Source: an optimization exercise on an open RTL-to-GDS flow (aim: small area, a short achievable clock period and few clock cycles per item). Production flows keep margins and buffers that such runs may drop. The RTL was checked by simulation tests, not by an equivalence proof against the original design. Power figures rest on the tool's default switching activity, not on a simulated workload.

==> flow/design.v <==
package tmpc_pkg;
    localparam int DEF_WINDOW      = 10;
    localparam int DEF_DROP        = 2;
    localparam int DEF_SAMPLE_BITS = 12;
    localparam int OFFSET_W   = 17;
    localparam int GAIN_W     = 20;
    localparam int PH_W       = 18;
    localparam int TSUM_W     = 15;
    localparam int CFG_IDX_W  = 2;
    localparam int CFG_DATA_W = 20;
    localparam logic [CFG_IDX_W-1:0] REG_OFFSET = 2'd0;
    localparam logic [CFG_IDX_W-1:0] REG_GAIN   = 2'd1;
    localparam logic signed [OFFSET_W-1:0] OFFSET_RESET = 17'sd21340;
    localparam logic [GAIN_W-1:0]          GAIN_RESET   = 20'd304000;
endpackage
import tmpc_pkg::*;
module tmpc_ctrl
#(
    parameter int WINDOW = DEF_WINDOW,
    parameter int DROP   = DEF_DROP
) (
    input  logic  i_clk,
    input  logic  i_rst_n,
    input  logic  i_start,
    output logic  o_busy,
    output logic  o_xfer,
    output logic  o_first,
    output logic  o_last,
    output logic  o_pop_ok
);
    localparam int FILL_W = $clog2(WINDOW);
    logic [FILL_W-1:0] r_cnt;
    assign o_busy   = 1'b0;
    assign o_xfer   = i_start;
    assign o_first  = (r_cnt == '0);
    assign o_last   = (r_cnt == FILL_W'(WINDOW - 1));
    assign o_pop_ok = (r_cnt >= FILL_W'(DROP));
    always_ff @(posedge i_clk) begin
        if (!i_rst_n) begin
            r_cnt <= '0;
        end else if (i_start) begin
            r_cnt <= o_last ? '0 : r_cnt + 1'b1;
        end
    end
endmodule
import tmpc_pkg::*;
module tmpc_dp
#(
    parameter int SAMPLE_BITS = DEF_SAMPLE_BITS
) (
    input  logic                         i_clk,
    input  logic                         i_rst_n,
    input  logic                         i_xfer,
    input  logic                         i_first,
    input  logic                         i_last,
    input  logic                         i_pop_ok,
    input  logic [SAMPLE_BITS-1:0]       i_sample,
    input  logic                         i_cfg_wr,
    input  logic [CFG_IDX_W-1:0]         i_cfg_index,
    input  logic [CFG_DATA_W-1:0]        i_cfg_data,
    output logic                         o_valid,
    output logic signed [PH_W-1:0]       o_ph_milli,
    output logic [TSUM_W-1:0]            o_trimmed_sum
);
    localparam int SB  = SAMPLE_BITS;
    localparam int AW  = TSUM_W;           
    localparam int PW  = GAIN_W + 1;       
    localparam int XW  = GAIN_W + 3;       
    logic [SB-1:0] r_m1, r_m2;             
    logic          w_lt1, w_lt2;
    logic [SB-1:0] r_p;
    logic          r_pv, r_plast;
    assign w_lt1 = i_sample < r_m1;
    assign w_lt2 = i_sample < r_m2;
    always_ff @(posedge i_clk) begin
        if (!i_rst_n || (i_xfer && i_last)) begin
            r_m1 <= '1;
            r_m2 <= '1;
        end else if (i_xfer) begin
            r_m1 <= w_lt1 ? i_sample : r_m1;
            r_m2 <= w_lt1 ? r_m1 : (w_lt2 ? i_sample : r_m2);
        end
    end
    always_ff @(posedge i_clk) begin
        r_p <= w_lt2 ? r_m2 : i_sample;
    end
    always_ff @(posedge i_clk) begin
        if (!i_rst_n) begin
            r_pv    <= 1'b0;
            r_plast <= 1'b0;
        end else begin
            r_pv    <= i_xfer && i_pop_ok;
            r_plast <= i_xfer && i_last;
        end
    end
    logic [SB-1:0] r_x1, r_x2;             
    logic          w_gt1, w_gt2;
    logic [SB-1:0] w_q;
    logic [AW-1:0] r_acc;
    logic          r_done;
    assign w_gt1 = r_p > r_x1;
    assign w_gt2 = r_p > r_x2;
    assign w_q   = w_gt2 ? r_x2 : r_p;
    always_ff @(posedge i_clk) begin
        if (!i_rst_n || (r_pv && r_plast)) begin
            r_x1 <= '0;
            r_x2 <= '0;
        end else if (r_pv) begin
            r_x1 <= w_gt1 ? r_p : r_x1;
            r_x2 <= w_gt1 ? r_x1 : (w_gt2 ? r_p : r_x2);
        end
    end
    always_ff @(posedge i_clk) begin
        if (!i_rst_n || r_done) begin
            r_acc <= '0;
        end else if (r_pv) begin
            r_acc <= r_acc + AW'(w_q);
        end
    end
    always_ff @(posedge i_clk) begin
        if (!i_rst_n) begin
            r_done <= 1'b0;
        end else begin
            r_done <= r_pv && r_plast;
        end
    end
    logic signed [OFFSET_W-1:0] r_offset;
    logic [GAIN_W-1:0]          r_gain;
    always_ff @(posedge i_clk) begin
        if (!i_rst_n) begin
            r_offset <= OFFSET_RESET;
            r_gain   <= GAIN_RESET;
        end else if (i_cfg_wr) begin
            if (i_cfg_index == REG_OFFSET) r_offset <= $signed(i_cfg_data[OFFSET_W-1:0]);
            if (i_cfg_index == REG_GAIN)   r_gain   <= i_cfg_data[GAIN_W-1:0];
        end
    end
    logic [AW-1:0]   r_sum;
    logic [3:0]      r_step;               
    logic            r_neg, r_one, r_two, r_zp, r_off;
    logic            r_valid;
    logic signed [PW-1:0] r_prod;
    logic [2:0]      w_dig;
    logic [AW+1:0]   w_sx;                 
    assign w_sx = {1'b0, r_sum, 1'b0};
    always_comb begin
        w_dig = 3'b000;
        if (r_done) begin
            w_dig = {r_acc[1], r_acc[0], 1'b0};
        end else begin
            case (r_step)
                4'd1: w_dig = w_sx[4:2];
                4'd2: w_dig = w_sx[6:4];
                4'd3: w_dig = w_sx[8:6];
                4'd4: w_dig = w_sx[10:8];
                4'd5: w_dig = w_sx[12:10];
                4'd6: w_dig = w_sx[14:12];
                4'd7: w_dig = w_sx[16:14];
                default: w_dig = 3'b000;
            endcase
        end
    end
    always_ff @(posedge i_clk) begin
        if (!i_rst_n) begin
            r_step  <= 4'd0;
            r_valid <= 1'b0;
        end else begin
            r_step  <= r_done ? 4'd1 :
                       ((r_step != 4'd0 && r_step != 4'd9) ? r_step + 4'd1 : 4'd0);
            r_valid <= (r_step == 4'd9);
        end
    end
    always_ff @(posedge i_clk) begin
        r_neg <= w_dig[2];
        r_one <= w_dig[1] ^ w_dig[0];
        r_two <= (w_dig[2] & ~w_dig[1] & ~w_dig[0]) | (~w_dig[2] & w_dig[1] & w_dig[0]);
        r_zp  <= r_done;
        r_off <= (r_step == 4'd8);
    end
    always_ff @(posedge i_clk) begin
        if (r_done) begin
            r_sum <= r_acc;
        end
    end
    logic signed [XW-1:0] w_a, w_b, w_s;
    logic                 w_sat;
    always_comb begin
        w_a = r_zp ? '0 : {{(XW-PW){r_prod[PW-1]}}, r_prod};
        if (r_off) begin
            w_b = ~{{(XW-OFFSET_W){r_offset[OFFSET_W-1]}}, r_offset};
        end else begin
            w_b = r_one ? XW'({1'b0, r_gain}) :
                  r_two ? XW'({1'b0, r_gain, 1'b0}) : '0;
            if (r_neg) w_b = ~w_b;
        end
        w_s   = w_a + w_b + XW'(r_neg & ~r_off);
        w_sat = ~w_s[XW-1] & (|w_s[XW-2:PH_W-1]);
    end
    always_ff @(posedge i_clk) begin
        if (r_off) begin
            r_prod <= PW'(w_sat ? {1'b1, {(PH_W-1){1'b0}}} : ~w_s[PH_W-1:0]);
        end else begin
            r_prod <= PW'(w_s >>> 2);
        end
    end
    assign o_valid       = r_valid;
    assign o_ph_milli    = r_prod[PH_W-1:0];
    assign o_trimmed_sum = r_sum;
endmodule
import tmpc_pkg::*;
module trimmed_mean_ph_converter
#(
    parameter int WINDOW      = DEF_WINDOW,
    parameter int DROP        = DEF_DROP,
    parameter int SAMPLE_BITS = DEF_SAMPLE_BITS
) (
    input  logic                   i_clk,
    input  logic                   i_rst_n,
    input  logic                   i_start,
    output logic                   o_busy,
    input  logic [SAMPLE_BITS-1:0] i_sample,
    output logic                   o_valid,
    output logic signed [PH_W-1:0] o_ph_milli,
    output logic [TSUM_W-1:0]      o_trimmed_sum,
    input  logic                   i_cfg_valid,
    output logic                   o_cfg_ready,
    input  logic [CFG_IDX_W-1:0]   i_cfg_index,
    input  logic [CFG_DATA_W-1:0]  i_cfg_data
);
    logic w_xfer, w_first, w_last, w_pop_ok;
    assign o_cfg_ready = 1'b1;
    tmpc_ctrl #(
        .WINDOW (WINDOW),
        .DROP   (DROP)
    ) u_ctrl (
        .i_clk    (i_clk),
        .i_rst_n  (i_rst_n),
        .i_start  (i_start),
        .o_busy   (o_busy),
        .o_xfer   (w_xfer),
        .o_first  (w_first),
        .o_last   (w_last),
        .o_pop_ok (w_pop_ok)
    );
    tmpc_dp #(
        .SAMPLE_BITS (SAMPLE_BITS)
    ) u_dp (
        .i_clk         (i_clk),
        .i_rst_n       (i_rst_n),
        .i_xfer        (w_xfer),
        .i_first       (w_first),
        .i_last        (w_last),
        .i_pop_ok      (w_pop_ok),
        .i_sample      (i_sample),
        .i_cfg_wr      (i_cfg_valid & o_cfg_ready),
        .i_cfg_index   (i_cfg_index),
        .i_cfg_data    (i_cfg_data),
        .o_valid       (o_valid),
        .o_ph_milli    (o_ph_milli),
        .o_trimmed_sum (o_trimmed_sum)
    );
endmodule
==> flow/run.sh <==
#!/bin/bash
# synth_recipe.tcl (not shown) runs the flow's synth.tcl, then flattens the netlist and writes it again
# the make line also repeats each setting of config.mk as NAME=value (left out here)
make -C /OpenROAD-flow-scripts/flow DESIGN_CONFIG=/design/flow/config.mk WORK_HOME=/design/flow/orfs CLKGATE_MAP_FILE= SYNTH_SCRIPT=/design/flow/synth_recipe.tcl finish
==> flow/config.mk <==
export PLATFORM = sky130hd
export DESIGN_NAME = trimmed_mean_ph_converter
export DESIGN_NICKNAME = trimmed_mean_ph_converter
export VERILOG_FILES = /design/flow/design.v
export SDC_FILE = /design/flow/constraint.sdc
export NUM_CORES = 4
export LEC_CHECK = 0
export CAP_MARGIN = 20
export CORE_MARGIN = 2
export CORE_UTILIZATION = 40
export SETUP_SLACK_MARGIN = 5
export SLEW_MARGIN = 20
==> flow/constraint.sdc <==
create_clock -name core_clock -period 8.0 [get_ports {i_clk}]
set_input_delay 1.6000 -clock core_clock [delete_from_list [all_inputs] [get_ports {i_clk}]]
set_output_delay 1.6000 -clock core_clock [all_outputs]
set_load 0.01 [all_outputs]
==> metrics.md, run 1 <==
| Metric | Value |
|---|---|
| Total wire length | around 25 mm |
| Slew headroom | 38.7% |
| Routed length per instance | around 16 um |
| GPL Wtd Cong | 0.819 |
| Synth top area share | 30.1% |
| Count of cell types in the netlist | 75 |
| Setup crit end | u_dp.r_acc[13]$_SDFFE_PP0P_ |
| RSZ-0062 raised after global routing | true |
| Final ANT Viol Nets | 0 |
| First-pass GRT wire length | 39.6 mm |
| Final Non-Filler Cells | 1603 |
| Site row count | between 50 and 60 |
| Clock transition at path regs | 0.07 ns |
| Setup TNS | 0 ns |
| Num Clock Sinks | between 150 and 200 |
| Initial Utilization | 41.0% |
| Die Height | 162 um |
| Area contributors post-synth | dfxtp_1 30%, ha_1 10%, nand2_1 7.1% |
| H-tree levels | 4 |
| Clock Latency Late Sink | 0.43 ns |
| Net Switching | 0.575 mW |
| Vias per Instance | 5.24 |
| Pwr/cell area | 168 nW/um^2 |
| DR pass1 iterations | 5 |
| Worst EP required | 8.32 ns |
| Number of flops mapped to enable cells by yosys | 15 |
| Internal power | about 1.6 mW |
| Vias in the first global route | ~8100 |
| Fin Hold WS | 0.468 ns |
| Area of the multi-input gates | ~6700 um^2 |
| Fin crit period | 3.93 ns |
| TritonCTS Buffers | 17 |
| Final Skew | 0.0128 ns |
| Seq pwr share | around two fifths |
| Syn Nets | 1297 |
| Hold crit path type | reg2reg |
| Max VDD drop | ~120 uV |
| Initial antenna violation count | 0 |
| Post-synthesis sequential area ratio | 34.6% |
| GRT Total Usage | 18.6% |
| Chip width | approximately 160 um |
| Root buf cell | clkbuf_16 |
| # DRC | 0 |
| Synth Flop Type | dfxtp_1 |
| DP Wirelength | 16.6 mm |
| FFs w/ async S/R, synth | 0% |
| Area leader, netlist | dfxtp_1 |
| Post-Syn Area | ~10000 um^2 |
| Total grt overflow | 0 |
| CP arrival | 4.25 ns |
| Switching Share | 26.6% |
| Core outline area | 24400 um^2 |
| Pin count of the biggest net entering global routing | ~50 |
| Fmax | 0.255 GHz |
| Syn Inst Count | 1173 |
| Slew of the pin with the lowest slew margin | 0.917 ns |
| # IOs | 74 |
| Crit path max fanout | 6 |
| Layout fillers | approximately 2300 |
| DR vias | approximately 8400 |
| Seq cells post-synth | around 170 |
| Placed cells | 1500 |
| Cell depth of the worst flop-to-flop path | 20 |
| CP Launch Type | flip-flop |
| Register-to-register setup slack | 4.07 ns |
| Mean post-synth cell area | 8.52 um^2 |
| Area growth syn-to-layout | 28.9% |
| Layout cells sized above 1 | 22.2% |
| Fin. Hold Viols | 0 |
| R2R Path End | u_dp.r_acc[13]$_SDFFE_PP0P_ |
| WS Path Type | reg2reg |
| Number of diodes | 0 |
| Register area | 3470 um^2 |
| Synth Warn # | 2 |
| Initial DRC count | 484 |
| Logic gate share of total power | 18.4% |
| Final layout net count | between 1000 and 1500 |
| CTS tree | done |
| Pre-CTS WS | roughly 3.4 ns |
| Max-slew violations | 0 |
| Clk pwr share | 39.8% |
| Final setup viols | 0 |
| CTS Buffer Depth | 2 |
| Maxcap violations | 0 |
| RR Startpoint | u_dp.r_x2[1]$_SDFFE_PP0P_ |
| Pleak | 5.47 nW |
| Die area | ~26000 um^2 |
| Crit share post-route | 49.1% |
| Run status | timing/DRC/antenna clean |
| Final worst-path setup slack | 4.07 ns |
| Cts hold-fix bufs | 0 |
| Crit end category | flip-flop |
| IO buf count | 71 |
| Worst Setup SP | u_dp.r_x2[1]$_SDFFE_PP0P_ |
-- cells by family after synthesis --
logic type,after synthesis,synth area share (%)
other,2,0.0752
buffers and inverters,145,6.40
multiplexers,67,6.86
adder cells (fa/ha/maj),86,11.0
AO/OA/AOI/OAI,278,19.2
AND/OR/NAND/NOR,381,17.5
flip-flops,165,34.6
XOR/XNOR,49,4.30
-- how the worst min path moves through the flow --
stage                                         from                        endpoint  slack [ns]  cells past startpoint
detailed placement     u_dp.r_acc[14]$_SDFFE_PP0P_        u_dp.r_sum[14]$_DFFE_PP_        0.44                      0
global placement       u_dp.r_acc[14]$_SDFFE_PP0P_        u_dp.r_sum[14]$_DFFE_PP_        0.43                      0
floorplan              u_dp.r_acc[14]$_SDFFE_PP0P_        u_dp.r_sum[14]$_DFFE_PP_        0.42                      0
global route           u_dp.r_acc[14]$_SDFFE_PP0P_        u_dp.r_sum[14]$_DFFE_PP_        0.49                      0
finish              u_dp.r_offset[14]$_SDFFE_PN1P_  u_dp.r_offset[14]$_SDFFE_PN1P_        0.47                      2
CTS                    u_dp.r_acc[14]$_SDFFE_PP0P_        u_dp.r_sum[14]$_DFFE_PP_        0.46                      0
-- power groups by stage --
| stage | Sequential (mW) | Combinational [mW] | Clock (mW) |
|---|---|---|---|
| 2_1_floorplan | 0.907 | 0.228 | 0 |
| 3_3_place_gp | 0.918 | 0.293 | 0 |
| 3_5_place_dp | 0.918 | 0.298 | 0 |
| 4_1_cts | 0.900 | 0.362 | 0.870 |
| 5_1_grt | 0.907 | 0.439 | 0.909 |
| 6_report | 0.901 | 0.398 | 0.860 |
-- area by class of cell --
cell class,instances,area share [%]
clock buffers,20,3.62
clock inverters,12,1.19
inverters,68,2.11
multi-input cells,867,51.7
flip-flops and latches,165,27.0
well taps,324,3.15
repair buffers,147,11.2
-- flip-flops by register name, summed over array words and instances, names as in the netlist, 4 cells and up --
| signal | cells |
|---|---|
| u_dp.r_prod | 21 |
| u_dp.r_gain | 20 |
| u_dp.r_offset | 17 |
| u_dp.r_acc | 15 |
| u_dp.r_sum | 15 |
| u_dp.r_m1 | 12 |
| u_dp.r_m2 | 12 |
| u_dp.r_p | 12 |
| u_dp.r_x1 | 12 |
| u_dp.r_x2 | 12 |
| u_ctrl.r_cnt | 4 |
| u_dp.r_step | 4 |
-- what timing repair did --
item	4_1_cts	5_1_grt
gates resized for setup	101	128
endpoints found under the setup margin	90	86
buffers inserted	32	31
pin swaps	53	35
gates cloned	6	2
-- synthesized netlist by cell type, drive strengths merged (21+ instances only) --
master / n
a21boi: 28
a21o: 21
a21oi: 59
buf: 34
clkbuf: 43
dfxtp: 150
ha: 83
inv: 68
mux2i: 55
nand2: 188
nand3: 26
nor2: 63
nor2b: 32
o211ai: 27
o21ai: 72
xnor2: 39
-- placed cells by master, fill, tap and decap left out, types with 7 or more instances in the layout --
cell	netlist	routed
nand2_1	188	164
dfxtp_1	150	142
inv_1	67	64
nor2_1	63	62
ha_1	83	61
clkdlybuf4s50_1	0	53
buf_4	21	51
mux2i_1	55	48
a21oi_1	56	42
xnor2_1	39	36
o21ai_1	14	35
a21boi_0	27	27
o211ai_1	26	26
nand3_1	26	26
nor2b_1	31	25
o21ai_0	57	22
nand2_2	0	22
a21o_1	21	21
clkbuf_16	0	19
ha_4	0	16
buf_6	1	16
edfxtp_1	15	15
a21oi_2	3	14
o21ai_2	1	14
a211oi_1	18	14
nand2b_1	14	13
nor3_1	14	12
o21a_1	12	11
nand4_1	10	10
xor2_1	10	10
mux2_2	12	9
buf_2	7	7
-- metrics by stage --
step / util [%] / power (mW) / instance area (um^2)
2_1_floorplan: - / 1.13 / 10300
3_3_place_gp: 45.0 / 1.21 / 11000
3_5_place_dp: 45.0 / 1.22 / 11000
4_1_cts: 49.9 / 2.13 / 12200
5_1_grt: 52.8 / 2.26 / 12900
6_report: 52.8 / 2.16 / 12900
-- per-layer routing --
metal  GRT usage, %  up-vias  routed length, um
li1               -     4272                  -
met1           23.7     3982              11700
met2           32.7      122              12800
met3           3.04       29                575
met4           4.87        0                400
met5              0        -                  0
-- worst max-delay path, stage by stage, from the launching register on --
cell and delay (ns):
dfxtp_2 0.34, inv_2 0.04, ha_4 0.25, nor2b_1 0.12, o21ai_1 0.08, nand2b_1 0.09, a21oi_2 0.07, or3_4 0.38
a21oi_4 0.28, buf_6 0.14, mux2_4 0.31, ha_4 0.26, a21o_1 0.12, a21oi_2 0.07, o21a_1 0.20, o21ai_2 0.17
a41oi_2 0.15, a211oi_2 0.28, a21oi_1 0.13, o21a_1 0.18, o21a_1 0.17
Testbench counts, summed over its fixed seeds: cycles 16,224, windows 1,600.
==> inputs of run 2 (changes only) <==
--- a/flow/config.mk
+++ b/flow/config.mk
@@ -8,5 +8,4 @@
 export CAP_MARGIN = 20
 export CORE_MARGIN = 2
 export CORE_UTILIZATION = 40
-export SETUP_SLACK_MARGIN = 5
 export SLEW_MARGIN = 20
==> run 2 against run 1 <==
Routed wire length fell by 11%. Cell count fell by 4.4%. Worst hold slack got worse by 0.016 ns. Critical path type unchanged. Still clean on timing, DRC and antenna. Global-route usage fell by 0.71 points.
==> metrics.md, run 2 <==
| Metric | Value |
|---|---|
| Cell depth of the worst flop-to-flop path | 22 (+10%) |
| Crit path max fanout | 9 (+3) |
| Pleak | 4.91 nW (-10%) |
| CTS Buffer Depth | 2 (unchanged) |
| Mean post-synth cell area | 8.52 um^2 (unchanged) |
| Post-synthesis sequential area ratio | 34.6% (unchanged) |
| # IOs | 74 (unchanged) |
| Most used cell, CP | o21ai_0 |
| DR WL met2 | 10.6 mm (-17%) |
| CP arrival | 4.97 ns (+0.72 ns) |
| Final Skew | 0.0237 ns (+0.0108 ns) |
| Site row count | 57 (unchanged) |
| CP Launch Type | flip-flop |
| Vias per Instance | 5.19 (-1.1%) |
| Synth top area share | 30.1% (unchanged) |
| Root buf cell | clkbuf_16 |
| Layout cells sized above 1 | 6.12% (-16 points) |
| GPL Wtd Cong | 0.861 (+5.1%) |
| Tot Pwr | 2.01 mW (-6.7%) |
| Pwr/cell area | 177 nW/um^2 (+5.4%) |
| Cell family with most CP delay | compound AO/OA/AOI/OAI gates |
| Vias in the first global route | 7662 (-5.9%) |
| Crit end category | flip-flop |
| Syn Nets | 1297 (unchanged) |
| Initial antenna violation count | 1 (+1) |
| Cts hold-fix bufs | 0 (unchanged) |
| Max Used Layer | met5 |
| Synth Warn # | 2 (unchanged) |
| Initial Utilization | 41.0% (unchanged) |
| Area contributors post-synth | dfxtp_1 30%, ha_1 10%, nand2_1 7.1% |
| Post-Syn Area | 9990 um^2 (unchanged) |
| Max VDD drop | 118 uV (about the same) |
| Syn Inst Count | 1173 (unchanged) |
| Total grt overflow | 0 (unchanged) |
| TritonCTS Buffers | 17 (unchanged) |
| Metal-1 WL | 11.0 mm (-6.2%) |
| Area leader, netlist | dfxtp_1 |
| Layout fillers | 2431 (+8.0%) |
| Worst Hold Depth | 0 (-2) |
| Area of the multi-input gates | 5920 um^2 (-11%) |
| Number of flip-flops in the largest register | 21 (unchanged) |
| Slew of the pin with the lowest slew margin | 0.890 ns (-0.0266 ns) |
| R2R Path End | u_dp.r_acc[12]$_SDFFE_PP0P_ |
| WL met3 | 752 um (+31%) |
| CTS tree | done |
| Hold crit path type | reg2reg |
| HP Start | u_dp.r_acc[14]$_SDFFE_PP0P_ |
| Number of flops mapped to enable cells by yosys | 15 (unchanged) |
| Final ANT Viol Nets | 0 (unchanged) |
| WS Path Type | reg2reg |
| Chip width | 162 um (unchanged) |
| Worst Setup SP | u_dp.r_p[1]$_DFF_P_ |
| RR Startpoint | u_dp.r_p[1]$_DFF_P_ |
| Die area | 26300 um^2 (unchanged) |
| Fmax | 0.216 GHz (-15%) |
| Delay of the slowest cell on the worst path | 0.45 ns (+0.07 ns) |
| Initial DRC count | 494 (+2.1%) |
| Slew headroom | 40.6% (+1.9 points) |
| Maxcap violations | 0 (unchanged) |
| Register-to-register setup slack | 3.37 ns (-0.70 ns) |
| H-tree levels | 4 (unchanged) |
| FFs w/ async S/R, synth | 0% (unchanged) |
| Pin count of the biggest net entering global routing | 51 (unchanged) |
| Final layout net count | 1320 (-5.0%) |
| Setup TNS | 0 ns (unchanged) |
| Fin crit period | 4.63 ns (+0.701 ns) |
| CTS resizes | 0 (-100%) |
| Synth Flop Type | dfxtp_1 |
| Clock transition at path regs | 0.07 ns (about the same) |
| IO buf count | 71 (unchanged) |
| Crit share post-route | 57.9% (+8.8 points) |
| WHS Endpoint | u_dp.r_sum[14]$_DFFE_PP_ |
| Seq cells post-synth | 165 (unchanged) |
| Most common cell after layout, fill and taps aside | nand2_1 |
| DR pass1 iterations | 6 (+1) |
| Crit-path cells | ha_1, nor2b_1, o21ai_0, nand2b_1, a21oi_1, or3_1, a21oi_1, buf_4, nand2_1, o21ai_0, ha_1, inv_1, fa_1, nor2b_1, o21ai_0, a21oi_1, o21ai_0, a211oi_1, o21a_1, o21ai_0, a21oi_1, mux2i_1 |
| Num Clock Sinks | 165 (unchanged) |
| DR vias | 7953 (-5.4%) |
| First-pass GRT wire length | 38.2 mm (-3.6%) |
| Total wire length | 22.8 mm (-11%) |
| GRT Total Usage | 17.9% (-0.71 points) |
| Post-CTS Setup Inserts | 0 (-100%) |
| Area growth syn-to-layout | 14.2% |
| Worst EP required | 8.34 ns (+0.02 ns) |
| Routed length per instance | 14.8 um (-6.5%) |
| Worst path slowest cell | a21oi_1 |
| Top-count cell post-synth | nand2_1 |
| Register area | 3450 um^2 (-0.58%) |
| Number of diodes | 0 (unchanged) |
| Core outline area | 24400 um^2 (unchanged) |
| # DRC | 0 (unchanged) |
| Biggest regs | u_dp.r_prod: 21 flops, u_dp.r_gain: 20 flops, u_dp.r_offset: 17 flops |
| Commonest cells in the netlist | 188 x nand2_1, 150 x dfxtp_1, 83 x ha_1, 67 x inv_1, 63 x nor2_1 |
| DP Wirelength | 16.7 mm (+0.58%) |
| Fin. Hold Viols | 0 (unchanged) |
| Crit. path cell count | 22 (+10%) |
| Count of cell types in the netlist | 75 (unchanged) |
| Commonest cells after routing, fill and taps aside | 188 x nand2_1, 150 x dfxtp_1, 83 x ha_1 |
| Top reg by flops | u_dp.r_prod |
| Die Height | 162 um (unchanged) |
| Max-slew violations | 0 (unchanged) |
| RSZ-0062 raised after global routing | false |
| Run status | timing/DRC/antenna clean |
| Final setup viols | 0 (unchanged) |
| Clock Latency Late Sink | 0.43 ns (about the same) |
| WP buf/inv | 2 (unchanged) |
==> run 2: cell counts after synthesis <==
No cell type changed its count.
==> run 2: logic make-up after synthesis <==
kind of cell,Yosys count,share of synthesized area (%)
buf+inv,145,6.40
simple gates,381,17.5
xor+xnor,49,4.30
other cells,2,0.0752
mux,67,6.86
compound gates,278,19.2
flops,165,34.6
fa+ha+maj,86,11.0
==> run 2: cell type report <==
type	instances	area share [%]
tap	324	3.55
timing repair buffer	81	6.88
sequential	165	30.3
inverter	68	2.24
clock buffer	18	3.76
multi-input combinational	863	51.9
clock inverter	14	1.39
==> run 2: per-stage QoR <==
stage	area [um^2]	std cells	util, %	hold WS [ns]	setup slack [ns]
2_1_floorplan	9990	1173	-	0.421	3.97
4_1_cts	11400	1532	46.7	0.454	3.43
3_3_place_gp	10800	1500	44.3	0.434	3.46
5_1_grt	11400	1533	46.8	0.466	2.83
6_report	11400	1533	46.8	0.452	3.37
3_5_place_dp	10800	1500	44.3	0.435	3.30
==> run 2: worst reg2reg max path, delay by kind of cell (launching register included) <==
kind | cells | cell delay [ns]
AO/OA/AOI/OAI | 11 | 2.03
adder cells (fa/ha/maj) | 3 | 0.94
buffers and inverters | 2 | 0.33
flip-flops | 1 | 0.37
multiplexers | 1 | 0.21
AND/OR/NAND/NOR | 5 | 0.66
==> run 2: how the worst max path moves through the flow <==
stage                                        to  slack, ns
finish              u_dp.r_acc[12]$_SDFFE_PP0P_       3.37
global route        u_dp.r_acc[12]$_SDFFE_PP0P_       2.83
detailed placement    u_dp.r_m1[7]$_SDFFE_PP1P_       3.30
global placement      u_dp.r_m1[1]$_SDFFE_PP1P_       3.46
floorplan           u_dp.r_acc[12]$_SDFFE_PP0P_       3.97
CTS                 u_dp.r_acc[12]$_SDFFE_PP0P_       3.43
==> run 2: routing by layer <==
layer / global-route usage, % / vias to the layer above
met5: 0 / -
met4: 5.27 / 2
met3: 2.53 / 25
met2: 30.3 / 142
met1: 23.8 / 3683
li1: - / 4101
==> run 2: where the power goes <==
| group | internal (mW) | total (mW) | switching, mW | leakage (nW) |
|---|---|---|---|---|
| Combinational | 0.131 | 0.285 | 0.154 | 3.27 |
| Sequential | 0.868 | 0.900 | 0.0324 | 1.36 |
| Clock | 0.489 | 0.829 | 0.340 | 0.279 |
| Total | 1.49 | 2.01 | 0.527 | 4.91 |

-- afterwards: timing with drivers on the ports --
The flow's constraints put no driver on any port. The routed layouts listed below were extracted and timed again, unchanged, in two steps.
Step 1: set_driving_cell puts a clkbuf_16 on i_clk and a buf_2 on each other input, an assumption about the parent block.
Step 2 moves the port delays by t, midway between the first and last clock arrival at a register: inputs arrive t later, outputs are due t later. That takes back most of the time a late clock gives input paths.
Slacks: ideal ports / drivers / drivers and shift; pairs: ideal ports / drivers.
| run | t, ns | setup slack, ns | hold slack, ns |
|---|---|---|---|
| run 1 | 0.470 | 4.072 / 4.072 / 4.072 | 0.468 / 0.468 / 0.468 |
| run 2 | 0.468 | 3.371 / 3.371 / 3.293 | 0.452 / 0.452 / 0.452 |
After both steps setup and hold are still met in every run listed. The setup slack of run 2, which loses most, moves by 0.000 ns with the drivers and by -0.078 ns with both steps.
